Background: an optimization exercise with open tools, aiming at small area, a short achievable clock period and few clock cycles per item. Do not read the settings as production practice.
Function was checked by simulation only, so behaviour that the tests miss may differ from the original.
Power is estimated from default activity; no workload was simulated.

### design/flow/config.mk
export PLATFORM = sky130hd
export DESIGN_NAME = go_board_top
export DESIGN_NICKNAME = go_board_top
export VERILOG_FILES = /design/flow/design.v
export SDC_FILE = /design/flow/constraint.sdc
export NUM_CORES = 4
export LEC_CHECK = 0
export ABC_AREA = 1
export CAP_MARGIN = 20
export CORE_MARGIN = 2
export CORE_UTILIZATION = 55
export CTS_BUF_LIST = sky130_fd_sc_hd__clkbuf_16
export CTS_CLUSTER_DIAMETER = 100
export CTS_CLUSTER_SIZE = 24
export SLEW_MARGIN = 20
### design/flow/constraint.sdc
create_clock -name core_clock -period 11.0 [get_ports {clk_in}]
set_input_delay 2.2000 -clock core_clock [delete_from_list [all_inputs] [get_ports {clk_in}]]
set_output_delay 2.2000 -clock core_clock [all_outputs]
set_load 0.01 [all_outputs]
### design/flow/design.v
package go_pkg;
    localparam logic [1:0] CELL_EMPTY = 2'b00;
    localparam logic [1:0] CELL_BLACK = 2'b01;
    localparam logic [1:0] CELL_WHITE = 2'b10;
    localparam int COORD_W = 4;
    localparam int MOVE_W  = 2 * COORD_W;
    localparam int CAPT_W  = 8;
endpackage
import go_pkg::*;
module go_board_top
#(
    parameter int BOARD_DIM = 9
)
(
    input  logic              clk_in,
    input  logic              rst_in,
    input  logic              move_strobe,
    input  logic [MOVE_W-1:0] move_in,
    output logic [2*BOARD_DIM*BOARD_DIM-1:0] board_out,
    output logic              turn,
    output logic              busy,
    output logic              move_done,
    output logic              move_rejected,
    output logic [CAPT_W-1:0] black_captures,
    output logic [CAPT_W-1:0] white_captures
);
    localparam int N      = BOARD_DIM;
    localparam int CELLS  = N * N;
    logic [CELLS-1:0]  blk_q;
    logic [CELLS-1:0]  wht_q;
    logic [CELLS-1:0]  occ_q;
    logic [CELLS-1:0]  mark_q;
    logic              opp_dies_q;
    logic              kill_blk_q;
    logic              kill_wht_q;
    logic              removing;
    logic [13:0]       count_q;
    logic              count_valid_q;
    logic              white_died_q;
    logic [CAPT_W-1:0] bcap_q;
    logic [CAPT_W-1:0] base_q;
    logic [CAPT_W-1:0] wcap_q;
    assign occ_q = blk_q | wht_q;
    always_comb
    begin
        for (int i = 0; i < CELLS; i++)
            board_out[2*i +: 2] = {wht_q[i], blk_q[i]};
    end
    function automatic logic [CELLS-1:0] links_h(input logic [CELLS-1:0] bk,
                                                 input logic [CELLS-1:0] wt);
        logic [CELLS-1:0] l;
        l = '0;
        for (int r = 0; r < N; r++)
            for (int c = 0; c < N - 1; c++)
                l[r*N+c] = (bk[r*N+c] & bk[r*N+c+1]) | (wt[r*N+c] & wt[r*N+c+1]);
        links_h = l;
    endfunction
    function automatic logic [CELLS-1:0] links_v(input logic [CELLS-1:0] bk,
                                                 input logic [CELLS-1:0] wt);
        logic [CELLS-1:0] l;
        l = '0;
        for (int r = 0; r < N - 1; r++)
            for (int c = 0; c < N; c++)
                l[r*N+c] = (bk[r*N+c] & bk[r*N+c+N]) | (wt[r*N+c] & wt[r*N+c+N]);
        links_v = l;
    endfunction
    function automatic logic [CELLS-1:0] seeds(input logic [CELLS-1:0] occ);
        logic [CELLS-1:0] s;
        for (int r = 0; r < N; r++)
        begin
            for (int c = 0; c < N; c++)
            begin
                s[r*N+c] = 1'b0;
                if (r > 0)     s[r*N+c] = s[r*N+c] | ~occ[r*N+c-N];
                if (r < N - 1) s[r*N+c] = s[r*N+c] | ~occ[r*N+c+N];
                if (c > 0)     s[r*N+c] = s[r*N+c] | ~occ[r*N+c-1];
                if (c < N - 1) s[r*N+c] = s[r*N+c] | ~occ[r*N+c+1];
            end
        end
        seeds = s & occ;
    endfunction
    function automatic logic [CELLS-1:0] spread_rows(input logic [CELLS-1:0] a,
                                                     input logic [CELLS-1:0] lk);
        logic [CELLS-1:0] f;
        logic [CELLS-1:0] b;
        for (int r = 0; r < N; r++)
        begin
            f[r*N] = a[r*N];
            for (int c = 1; c < N; c++)
                f[r*N+c] = a[r*N+c] | (lk[r*N+c-1] & f[r*N+c-1]);
            b[r*N+N-1] = a[r*N+N-1];
            for (int c = N - 2; c >= 0; c--)
                b[r*N+c] = a[r*N+c] | (lk[r*N+c] & b[r*N+c+1]);
        end
        spread_rows = f | b;
    endfunction
    function automatic logic [CELLS-1:0] spread_cols(input logic [CELLS-1:0] a,
                                                     input logic [CELLS-1:0] lk);
        logic [CELLS-1:0] f;
        logic [CELLS-1:0] b;
        for (int c = 0; c < N; c++)
        begin
            f[c] = a[c];
            for (int r = 1; r < N; r++)
                f[r*N+c] = a[r*N+c] | (lk[r*N+c-N] & f[r*N+c-N]);
            b[(N-1)*N+c] = a[(N-1)*N+c];
            for (int r = N - 2; r >= 0; r--)
                b[r*N+c] = a[r*N+c] | (lk[r*N+c] & b[r*N+c+N]);
        end
        spread_cols = f | b;
    endfunction
    function automatic logic [CELLS-1:0] can_grow(input logic [CELLS-1:0] a,
                                                  input logic [CELLS-1:0] lh,
                                                  input logic [CELLS-1:0] lv);
        logic [CELLS-1:0] g;
        for (int r = 0; r < N; r++)
        begin
            for (int c = 0; c < N; c++)
            begin
                g[r*N+c] = 1'b0;
                if (c > 0)     g[r*N+c] = g[r*N+c] | (lh[r*N+c-1] & a[r*N+c-1]);
                if (c < N - 1) g[r*N+c] = g[r*N+c] | (lh[r*N+c] & a[r*N+c+1]);
                if (r > 0)     g[r*N+c] = g[r*N+c] | (lv[r*N+c-N] & a[r*N+c-N]);
                if (r < N - 1) g[r*N+c] = g[r*N+c] | (lv[r*N+c] & a[r*N+c+N]);
            end
        end
        can_grow = g & ~a;
    endfunction
    logic [CELLS-1:0]    lh_q;
    logic [CELLS-1:0]    lv_q;
    logic [N-1:0]        row_hot;
    logic [N-1:0]        col_hot;
    logic [CELLS-1:0]    place;
    logic [CELLS-1:0]    occ1;
    logic                legal;
    always_comb
    begin
        for (int i = 0; i < N; i++)
        begin
            row_hot[i] = (move_in[COORD_W +: COORD_W] == COORD_W'(i));
            col_hot[i] = (move_in[COORD_W-1:0] == COORD_W'(i));
        end
        for (int r = 0; r < N; r++)
            for (int c = 0; c < N; c++)
            begin
                place[r*N+c] = move_strobe & row_hot[r] & col_hot[c] & ~occ_q[r*N+c];
            end
        legal = ~busy & (|place);
        occ1  = occ_q | place;
    end
    logic [CELLS-1:0]    mark_a;
    logic [CELLS-1:0]    mark_new;
    logic                settled;
    logic                blk_dies;
    logic                wht_dies;
    logic                any_dead;
    logic                opp_dies;
    always_comb
    begin
        lh_q = links_h(blk_q, wht_q);
        lv_q = links_v(blk_q, wht_q);
        mark_a   = spread_rows(seeds(occ1), lh_q);
        mark_new = spread_rows(spread_cols(mark_q, lv_q), lh_q);
        settled  = ~(|can_grow(mark_new, '0, lv_q));
        blk_dies = |(blk_q & ~mark_new);
        wht_dies = |(wht_q & ~mark_new);
        any_dead = blk_dies | wht_dies;
        opp_dies = turn ? blk_dies : wht_dies;
    end
    logic [CELLS-1:0] dead;
    function automatic logic [13:0] csa_count(input logic [80:0] x);
        logic t1, t2, t3, t4, t5, t6, t7, t8, t9, t10, t11, t12, t13, t14, t15, t16, t17, t18, t19, t20, t21, t22, t23, t24, t25, t26, t27, t28, t29, t30, t31, t32, t33, t34, t35, t36, t37, t38, t39, t40, t41, t42, t43, t44, t45, t46, t47, t48, t49, t50, t51, t52, t53, t54, t55, t56, t57, t58, t59, t60, t61, t62, t63, t64, t65, t66, t67, t68, t69, t70, t71, t72, t73, t74, t75, t76, t77, t78, t79, t80, t81, t82, t83, t84, t85, t86, t87, t88, t89, t90, t91, t92, t93, t94, t95, t96, t97, t98, t99, t100, t101, t102, t103, t104, t105, t106, t107, t108, t109, t110, t111, t112, t113, t114, t115, t116, t117, t118, t119, t120, t121, t122, t123, t124, t125, t126, t127, t128, t129, t130, t131, t132, t133, t134, t135, t136, t137, t138, t139, t140, t141, t142, t143, t144, t145, t146;
        logic [6:0] s;
        logic [6:0] k;
        t1 = x[0] ^ x[1] ^ x[2];
        t2 = (x[0] & x[1]) | (x[0] & x[2]) | (x[1] & x[2]);
        t3 = x[3] ^ x[4] ^ x[5];
        t4 = (x[3] & x[4]) | (x[3] & x[5]) | (x[4] & x[5]);
        t5 = x[6] ^ x[7] ^ x[8];
        t6 = (x[6] & x[7]) | (x[6] & x[8]) | (x[7] & x[8]);
        t7 = x[9] ^ x[10] ^ x[11];
        t8 = (x[9] & x[10]) | (x[9] & x[11]) | (x[10] & x[11]);
        t9 = x[12] ^ x[13] ^ x[14];
        t10 = (x[12] & x[13]) | (x[12] & x[14]) | (x[13] & x[14]);
        t11 = x[15] ^ x[16] ^ x[17];
        t12 = (x[15] & x[16]) | (x[15] & x[17]) | (x[16] & x[17]);
        t13 = x[18] ^ x[19] ^ x[20];
        t14 = (x[18] & x[19]) | (x[18] & x[20]) | (x[19] & x[20]);
        t15 = x[21] ^ x[22] ^ x[23];
        t16 = (x[21] & x[22]) | (x[21] & x[23]) | (x[22] & x[23]);
        t17 = x[24] ^ x[25] ^ x[26];
        t18 = (x[24] & x[25]) | (x[24] & x[26]) | (x[25] & x[26]);
        t19 = x[27] ^ x[28] ^ x[29];
        t20 = (x[27] & x[28]) | (x[27] & x[29]) | (x[28] & x[29]);
        t21 = x[30] ^ x[31] ^ x[32];
        t22 = (x[30] & x[31]) | (x[30] & x[32]) | (x[31] & x[32]);
        t23 = x[33] ^ x[34] ^ x[35];
        t24 = (x[33] & x[34]) | (x[33] & x[35]) | (x[34] & x[35]);
        t25 = x[36] ^ x[37] ^ x[38];
        t26 = (x[36] & x[37]) | (x[36] & x[38]) | (x[37] & x[38]);
        t27 = x[39] ^ x[40] ^ x[41];
        t28 = (x[39] & x[40]) | (x[39] & x[41]) | (x[40] & x[41]);
        t29 = x[42] ^ x[43] ^ x[44];
        t30 = (x[42] & x[43]) | (x[42] & x[44]) | (x[43] & x[44]);
        t31 = x[45] ^ x[46] ^ x[47];
        t32 = (x[45] & x[46]) | (x[45] & x[47]) | (x[46] & x[47]);
        t33 = x[48] ^ x[49] ^ x[50];
        t34 = (x[48] & x[49]) | (x[48] & x[50]) | (x[49] & x[50]);
        t35 = x[51] ^ x[52] ^ x[53];
        t36 = (x[51] & x[52]) | (x[51] & x[53]) | (x[52] & x[53]);
        t37 = x[54] ^ x[55] ^ x[56];
        t38 = (x[54] & x[55]) | (x[54] & x[56]) | (x[55] & x[56]);
        t39 = x[57] ^ x[58] ^ x[59];
        t40 = (x[57] & x[58]) | (x[57] & x[59]) | (x[58] & x[59]);
        t41 = x[60] ^ x[61] ^ x[62];
        t42 = (x[60] & x[61]) | (x[60] & x[62]) | (x[61] & x[62]);
        t43 = x[63] ^ x[64] ^ x[65];
        t44 = (x[63] & x[64]) | (x[63] & x[65]) | (x[64] & x[65]);
        t45 = x[66] ^ x[67] ^ x[68];
        t46 = (x[66] & x[67]) | (x[66] & x[68]) | (x[67] & x[68]);
        t47 = x[69] ^ x[70] ^ x[71];
        t48 = (x[69] & x[70]) | (x[69] & x[71]) | (x[70] & x[71]);
        t49 = x[72] ^ x[73] ^ x[74];
        t50 = (x[72] & x[73]) | (x[72] & x[74]) | (x[73] & x[74]);
        t51 = x[75] ^ x[76] ^ x[77];
        t52 = (x[75] & x[76]) | (x[75] & x[77]) | (x[76] & x[77]);
        t53 = x[78] ^ x[79] ^ x[80];
        t54 = (x[78] & x[79]) | (x[78] & x[80]) | (x[79] & x[80]);
        t55 = t1 ^ t3 ^ t5;
        t56 = (t1 & t3) | (t1 & t5) | (t3 & t5);
        t57 = t7 ^ t9 ^ t11;
        t58 = (t7 & t9) | (t7 & t11) | (t9 & t11);
        t59 = t13 ^ t15 ^ t17;
        t60 = (t13 & t15) | (t13 & t17) | (t15 & t17);
        t61 = t19 ^ t21 ^ t23;
        t62 = (t19 & t21) | (t19 & t23) | (t21 & t23);
        t63 = t25 ^ t27 ^ t29;
        t64 = (t25 & t27) | (t25 & t29) | (t27 & t29);
        t65 = t31 ^ t33 ^ t35;
        t66 = (t31 & t33) | (t31 & t35) | (t33 & t35);
        t67 = t37 ^ t39 ^ t41;
        t68 = (t37 & t39) | (t37 & t41) | (t39 & t41);
        t69 = t43 ^ t45 ^ t47;
        t70 = (t43 & t45) | (t43 & t47) | (t45 & t47);
        t71 = t49 ^ t51 ^ t53;
        t72 = (t49 & t51) | (t49 & t53) | (t51 & t53);
        t73 = t2 ^ t4 ^ t6;
        t74 = (t2 & t4) | (t2 & t6) | (t4 & t6);
        t75 = t8 ^ t10 ^ t12;
        t76 = (t8 & t10) | (t8 & t12) | (t10 & t12);
        t77 = t14 ^ t16 ^ t18;
        t78 = (t14 & t16) | (t14 & t18) | (t16 & t18);
        t79 = t20 ^ t22 ^ t24;
        t80 = (t20 & t22) | (t20 & t24) | (t22 & t24);
        t81 = t26 ^ t28 ^ t30;
        t82 = (t26 & t28) | (t26 & t30) | (t28 & t30);
        t83 = t32 ^ t34 ^ t36;
        t84 = (t32 & t34) | (t32 & t36) | (t34 & t36);
        t85 = t38 ^ t40 ^ t42;
        t86 = (t38 & t40) | (t38 & t42) | (t40 & t42);
        t87 = t44 ^ t46 ^ t48;
        t88 = (t44 & t46) | (t44 & t48) | (t46 & t48);
        t89 = t50 ^ t52 ^ t54;
        t90 = (t50 & t52) | (t50 & t54) | (t52 & t54);
        t91 = t55 ^ t57 ^ t59;
        t92 = (t55 & t57) | (t55 & t59) | (t57 & t59);
        t93 = t61 ^ t63 ^ t65;
        t94 = (t61 & t63) | (t61 & t65) | (t63 & t65);
        t95 = t67 ^ t69 ^ t71;
        t96 = (t67 & t69) | (t67 & t71) | (t69 & t71);
        t97 = t56 ^ t58 ^ t60;
        t98 = (t56 & t58) | (t56 & t60) | (t58 & t60);
        t99 = t62 ^ t64 ^ t66;
        t100 = (t62 & t64) | (t62 & t66) | (t64 & t66);
        t101 = t68 ^ t70 ^ t72;
        t102 = (t68 & t70) | (t68 & t72) | (t70 & t72);
        t103 = t73 ^ t75 ^ t77;
        t104 = (t73 & t75) | (t73 & t77) | (t75 & t77);
        t105 = t79 ^ t81 ^ t83;
        t106 = (t79 & t81) | (t79 & t83) | (t81 & t83);
        t107 = t85 ^ t87 ^ t89;
        t108 = (t85 & t87) | (t85 & t89) | (t87 & t89);
        t109 = t74 ^ t76 ^ t78;
        t110 = (t74 & t76) | (t74 & t78) | (t76 & t78);
        t111 = t80 ^ t82 ^ t84;
        t112 = (t80 & t82) | (t80 & t84) | (t82 & t84);
        t113 = t86 ^ t88 ^ t90;
        t114 = (t86 & t88) | (t86 & t90) | (t88 & t90);
        t115 = t91 ^ t93 ^ t95;
        t116 = (t91 & t93) | (t91 & t95) | (t93 & t95);
        t117 = t92 ^ t94 ^ t96;
        t118 = (t92 & t94) | (t92 & t96) | (t94 & t96);
        t119 = t97 ^ t99 ^ t101;
        t120 = (t97 & t99) | (t97 & t101) | (t99 & t101);
        t121 = t103 ^ t105 ^ t107;
        t122 = (t103 & t105) | (t103 & t107) | (t105 & t107);
        t123 = t98 ^ t100 ^ t102;
        t124 = (t98 & t100) | (t98 & t102) | (t100 & t102);
        t125 = t104 ^ t106 ^ t108;
        t126 = (t104 & t106) | (t104 & t108) | (t106 & t108);
        t127 = t109 ^ t111 ^ t113;
        t128 = (t109 & t111) | (t109 & t113) | (t111 & t113);
        t129 = t110 ^ t112 ^ t114;
        t130 = (t110 & t112) | (t110 & t114) | (t112 & t114);
        t131 = t116 ^ t117 ^ t119;
        t132 = (t116 & t117) | (t116 & t119) | (t117 & t119);
        t133 = t118 ^ t120 ^ t122;
        t134 = (t118 & t120) | (t118 & t122) | (t120 & t122);
        t135 = t123 ^ t125 ^ t127;
        t136 = (t123 & t125) | (t123 & t127) | (t125 & t127);
        t137 = t124 ^ t126 ^ t128;
        t138 = (t124 & t126) | (t124 & t128) | (t126 & t128);
        t139 = t132 ^ t133 ^ t135;
        t140 = (t132 & t133) | (t132 & t135) | (t133 & t135);
        t141 = t134 ^ t136 ^ t137;
        t142 = (t134 & t136) | (t134 & t137) | (t136 & t137);
        t143 = t140 ^ t141 ^ t129;
        t144 = (t140 & t141) | (t140 & t129) | (t141 & t129);
        t145 = t142 ^ t138 ^ t130;
        t146 = (t142 & t138) | (t142 & t130) | (t138 & t130);
        s[0] = t115;
        k[0] = 1'b0;
        s[1] = t131;
        k[1] = t121;
        s[2] = t139;
        k[2] = 1'b0;
        s[3] = t143;
        k[3] = 1'b0;
        s[4] = t144;
        k[4] = t145;
        s[5] = t146;
        k[5] = 1'b0;
        s[6] = 1'b0;
        k[6] = 1'b0;
        csa_count = {k, s};
    endfunction
    always_comb
    begin
        dead = ~mark_q & ((blk_q & {CELLS{kill_blk_q}}) | (wht_q & {CELLS{kill_wht_q}}));
    end
    function automatic logic [CAPT_W:0] add3(input logic [CAPT_W-1:0] a,
                                             input logic [6:0] b,
                                             input logic [6:0] c);
        logic [CAPT_W-1:0] x;
        logic [CAPT_W-1:0] y;
        logic [CAPT_W-1:0] g;
        logic [CAPT_W-1:0] p;
        logic [CAPT_W-1:0] gg;
        logic [CAPT_W-1:0] pp;
        logic [CAPT_W:0]   r;
        y = '0;
        for (int i = 0; i < CAPT_W; i++)
        begin
            if (i < 7)
            begin
                x[i] = a[i] ^ b[i] ^ c[i];
                if (i + 1 < CAPT_W)
                    y[i+1] = (a[i] & b[i]) | (a[i] & c[i]) | (b[i] & c[i]);
            end
            else
                x[i] = a[i];
        end
        g  = x & y;
        p  = x ^ y;
        gg = g;
        pp = p;
        for (int l = 0; l < 3; l++)
            for (int i = CAPT_W - 1; i >= (1 << l); i--)
            begin
                gg[i] = gg[i] | (pp[i] & gg[i - (1 << l)]);
                pp[i] = pp[i] & pp[i - (1 << l)];
            end
        r[0] = p[0];
        for (int i = 1; i < CAPT_W; i++)
            r[i] = p[i] ^ gg[i-1];
        r[CAPT_W] = gg[CAPT_W-1];
        add3 = r;
    endfunction
    logic [CAPT_W:0]   sum;
    logic [CAPT_W-1:0] sum_sat;
    always_comb
    begin
        sum     = add3(base_q, count_q[6:0], count_q[13:7]);
        sum_sat = sum[CAPT_W] ? '1 : sum[CAPT_W-1:0];
        black_captures = (count_valid_q & white_died_q)  ? sum_sat : bcap_q;
        white_captures = (count_valid_q & ~white_died_q) ? sum_sat : wcap_q;
    end
    always_ff @(posedge clk_in)
    begin
        if (rst_in)
        begin
            blk_q         <= '0;
            wht_q         <= '0;
            turn          <= 1'b0;
            busy          <= 1'b0;
            removing      <= 1'b0;
            move_done     <= 1'b0;
            move_rejected <= 1'b0;
            count_valid_q <= 1'b0;
            bcap_q        <= '0;
            wcap_q        <= '0;
        end
        else
        begin
            move_rejected <= move_strobe & ~legal;
            bcap_q        <= black_captures;
            wcap_q        <= white_captures;
            move_done     <= 1'b0;
            count_valid_q <= 1'b0;
            blk_q <= (blk_q & ~({CELLS{removing}} & dead)) | (place & {CELLS{~busy & ~turn}});
            wht_q <= (wht_q & ~({CELLS{removing}} & dead)) | (place & {CELLS{~busy & turn}});
            if (!busy)
                busy <= legal;
            else if (removing)
            begin
                busy          <= 1'b0;
                removing      <= 1'b0;
                move_done     <= 1'b1;
                count_valid_q <= 1'b1;
                turn          <= ~turn;
            end
            else if (settled)
            begin
                if (any_dead)
                    removing <= 1'b1;
                else
                begin
                    busy      <= 1'b0;
                    move_done <= 1'b1;
                    turn      <= ~turn;
                end
            end
        end
    end
    always_ff @(posedge clk_in)
    begin
        mark_q       <= busy ? mark_new : mark_a;
        opp_dies_q   <= opp_dies;
        kill_blk_q   <= ~opp_dies | turn;
        kill_wht_q   <= ~opp_dies | ~turn;
        count_q      <= csa_count(dead);
        white_died_q <= turn ^ opp_dies_q;
        base_q       <= (turn ^ opp_dies_q) ? bcap_q : wcap_q;
    end
endmodule
### design/flow/flow/run.sh
#!/bin/bash
# The standard layout with two changes: the port buffers that global
# placement inserts are plain buf_1 cells rather than the default pick (a
# clkdlybuf4s50, larger and slower), and timing repair aims 5.7 ns below the
# clock period. Make's whole output goes to standard.log.
set -euo pipefail
bash standard.sh "BUFFER_PORTS_ARGS=-buffer_cell sky130_fd_sc_hd__buf_1" SETUP_SLACK_MARGIN=5.7 finish > standard.log 2>&1
### design/flow/standard.sh
#!/bin/bash
# synth_recipe.tcl (not shown) runs the flow's synth.tcl, then flattens the netlist and writes it again
# the make line also repeats each setting of config.mk as NAME=value (left out here)
make -C /OpenROAD-flow-scripts/flow DESIGN_CONFIG=/design/flow/config.mk WORK_HOME=/design/flow/orfs CLKGATE_MAP_FILE= SYNTH_SCRIPT=/design/flow/synth_recipe.tcl "${@:-finish}"
==> metrics.md <==
| Metric | Value |
|---|---|
| Routed WL | `119400 um` |
| Data required, critical path | `11.49 ns` |
| Post-synthesis async set-or-reset flop share | `0` |
| CTS Buf Count | `17` |
| Outcome | `finished clean` |
| Antenna violations before repair | `4` |
| Die width | `211.9 um` |
| Remaining DRCs | `0` |
| Grt total ovfl | `0` |
| Crit path capture type | `flop` |
| Final Core Density | `0.6034` |
| CTS tree | `built` |
| Io pins | `193` |
| Core ar. | `42890 um^2` |
| Vias in the first global route | `28180` |
| Worst-Skew Late Latency | `0.56 ns` |
| DIE HEIGHT | `211.9 um` |
| Final Skew | `0.02056 ns` |
| Clock-pin slew on the worst setup and hold paths | `0.10 ns` |
| Fin crit period | `5.315 ns` |
| Synth unique cells | `45` |
| Fillers | `4416` |
| Crit-path max cell delay | `0.64 ns` |
| H-Tree Depth | `1` |
| Sw Share | `0.3085` |
| N_diodes | `0` |
| #FFs+latches synth | `285` |
| Tcrit/Tclk final | `0.4832` |
| Max-slew violation count | `0` |
| RR Startpoint | `kill_blk_q` |
| Worst min path class | `reg -> reg` |
| WP data arrival | `5.81 ns` |
| Leakage power | `11.25 nW` |
| Largest cells by area after synthesis | `nand2_1 28%, dfxtp_1 24%, inv_1 7.9%` |
| Clock sinks | `285` |
| Starting Density | `0.5544` |
| Count of TritonRoute iterations in the first routing pass | `9` |
| Sw Pwr | `0.6109 mW` |
| Post-synth EDFFs | `0` |
| Yosys Warn Count | `1` |
| Vias post-DR | `30700` |
| DIE AREA | `44910 um^2` |
| Clock root buffer | `clkbuf_16` |
| Avg WL per Cell | `24.30 um` |
| Site Rows | `76` |
| Clock share of power | `0.363` |
| Mapped Nets | `4262` |
| IO buf count | `192` |
| Final ANT Viol Nets | `0` |
| Worst reg2reg setup slack | `5.69 ns` |
| RSZ-0062 raised after global routing | `yes` |
| WS Path Type | `reg -> reg` |
| Setup-failing EPs final | `0` |
| Critical path peak fanout | `42` |
| Most used cell, CP | `fa_1` |
| Nets | `4418` |
| Flop pwr share | `0.532` |
| CP startpoint kind | `flop` |
| Vias per cell | `6.250` |
| Max transition margin | `0.2745` |
| Pin count of the biggest net entering global routing | `91` |
| Hold path startpoint | `wcap_q[4]` |
| Yosys top cell area share | `0.2783` |
| Area Growth Syn to Fin | `8.830%` |
| Syn avg cell area | `5.709 um^2` |
| Max Cap Viol | `0` |
| Register area share after synthesis | `0.2400` |
| Layout cells sized above 1 | `0.05292` |
| Setup TNS | `0 ns` |
| Mapped cell area | `23780 um^2` |
| Logic gate share of total power | `0.105` |
| DRT iter0 DRCs | `4748` |
| Clock Path Buffers | `3` |
| First-pass GRT wire length | `171600 um` |
| CP cell instances | `buf_12, buf_16, nand2_1, a21oi_1, fa_1, fa_1, inv_1, fa_1, inv_1, fa_1, fa_1, fa_1, fa_1` |
| Crit path max-delay cell type | `fa_1` |
| Synth area leader | `nand2_1` |
| Top FF cell, synth | `dfxtp_1` |
| Routability Congestion | `1.107` |
| DPL Wire Length | `94660 um` |
| Least-Margin Pin Slew | `1.078 ns` |
| Leading cell type in the layout, fill and taps excluded | `nand2_1` |
| Most frequent cells in the layout | `1762 x nand2_1, 502 x inv_1, 325 x a21oi_1` |
| Power per cell area | `76.54 nW/um^2` |
| Post-Synthesis Cells | `4165` |
| Final Hold Viols | `0` |
| CP Launch Point | `kill_blk_q` |
| Worst ir drop on vdd | `0.0001223 V` |
| Power Internal | `1.370 mW` |
| Total GRT Usage | `0.5178` |
| F_max | `188.2 MHz` |
==> per-layer routing <==
layer / part of all wire / GRT usage
met5: 0.00021 / 0
met4: 0.086 / 0.3422
met3: 0.15 / 0.1654
met2: 0.41 / 0.7682
met1: 0.35 / 0.6429
==> worst max-delay path, delay by kind of cell, from the launching register on <==
kind / cells / cell delay [ns]
AND/OR/NAND/NOR: 1 / 0.09
flip-flops: 1 / 0.37
AO/OA/AOI/OAI: 1 / 0.37
adder cells (fa/ha/maj): 7 / 3.65
buffers and inverters: 4 / 0.72
==> cell usage after synthesis, types with 2 or more instances <==
cell      instances
or4_1             2
a21o_1            6
o211ai_1          2
ha_1             10
mux2_2            8
o21ai_0         246
a31oi_1           3
inv_1           502
a21boi_0          3
nand3b_1          9
o21ai_1          10
o22ai_2           6
a21oi_1         336
a22oi_1           6
clkbuf_1         70
nand2_1        1763
nor2_1          150
nor3_1           97
nor2_2            3
nand2_2          70
o22ai_1         149
buf_1             9
fa_1             76
a21boi_1          3
dfxtp_1         285
nor4_1           19
nand4_1          23
xor2_1            3
o21ai_2           8
nand3_1         244
inv_2            30
==> area by class of cell <==
| type | count | area (um^2) | area share |
|---|---|---|---|
| clock buffer | 17 | 425.4 | 0.01644 |
| clock inverter | 8 | 70.07 | 0.002708 |
| inverter | 533 | 2002 | 0.07737 |
| multi-input combinational | 3266 | 15950 | 0.6163 |
| sequential | 285 | 5714 | 0.2208 |
| tap | 585 | 732.0 | 0.02829 |
| timing repair buffer | 218 | 984.7 | 0.03805 |
==> through the flow <==
step           instances  setup slack (ns)  cell area (um^2)  total power, mW  hold slack [ns]
6_report            4912             5.685             25880            1.980           0.4949
4_1_cts             4909             5.683             25700            1.953           0.4952
2_1_floorplan       4165             6.184             23780            1.193           0.4569
3_3_place_gp        4884             5.025             25150            1.265           0.4655
5_1_grt             4912             5.666             25880            2.011           0.5100
3_5_place_dp        4884             5.080             25150            1.267           0.4714
==> final timing paths <==
check                to  cells past startpoint
max reg2reg  count_q[3]                     13
min           base_q[4]                      1
max          count_q[3]                     13
min reg2reg   base_q[4]                      1
==> registers in the layout (all words and copies together) (netlist names) <==
| register | cells |
|---|---|
| blk_q | 81 |
| bcap_q | 8 |
| removing | 1 |
| wht_q | 81 |
| move_done | 1 |
| white_died_q | 1 |
| kill_blk_q | 1 |
| move_rejected | 1 |
| mark_q | 81 |
| opp_dies_q | 1 |
| wcap_q | 8 |
| base_q | 8 |
| kill_wht_q | 1 |
| count_valid_q | 1 |
| busy | 1 |
| turn | 1 |
| count_q | 8 |
==> power groups by stage <==
stage	Clock (mW)	Combinational [mW]	Sequential [mW]
2_1_floorplan	0	0.122	1.07
3_3_place_gp	0	0.189	1.08
3_5_place_dp	0	0.191	1.08
4_1_cts	0.709	0.192	1.05
5_1_grt	0.742	0.215	1.05
6_report	0.719	0.208	1.05
==> logic make-up after synthesis <==
| kind of cell | after synthesis | synth area share |
|---|---|---|
| buffers and inverters | 614 | 0.09714 |
| muxes | 9 | 0.004210 |
| xor gates and xnor gates | 4 | 0.001474 |
| DFF | 285 | 0.2400 |
| adders and majority gates | 86 | 0.06925 |
| and+or+nand+nor | 2385 | 0.4096 |
| AOI/OAI and AO/OA | 782 | 0.1783 |
==> what timing repair did <==
action | in CTS | in global routing
endpoints found under the setup margin | 22 | 60
hold buffers | 0 | 0
setup buffers | 0 | 3
gates resized for setup | 14 | 44
pin swaps | 1 | 4
gates cloned | 0 | 0
Testbench counts, summed over its fixed seeds: cycles 6,496, moves 2,387.

[port drivers added, routing unchanged]
The results above use ideal ports. As a check the final layout listed here was re-extracted and re-timed, cells and wires unchanged. Step 1 (the two cells are an assumption about what drives the block):
set clk [get_ports {clk_in}]
set_driving_cell -lib_cell sky130_fd_sc_hd__clkbuf_16 $clk
set_driving_cell -lib_cell sky130_fd_sc_hd__buf_2 [delete_from_list [all_inputs] $clk]
Step 2, shift: input delay + t, output delay - t, t = (earliest + latest rising clock arrival at the registers) / 2. This alone moves slack from input paths to output paths. a / b / c = ideal ports / drivers / drivers and shift; a / b = the first two.
shift t [ns]: 0.615
setup slack, ns: 5.685 / 5.682 / 5.175
slew at the worst register clock pin (ns): 0.11 / 0.11
pins driven straight from the clock port: 1
After both steps setup and hold are still met in this run. The setup slack of this run moves by -0.003 ns with the drivers and by -0.510 ns with both steps.
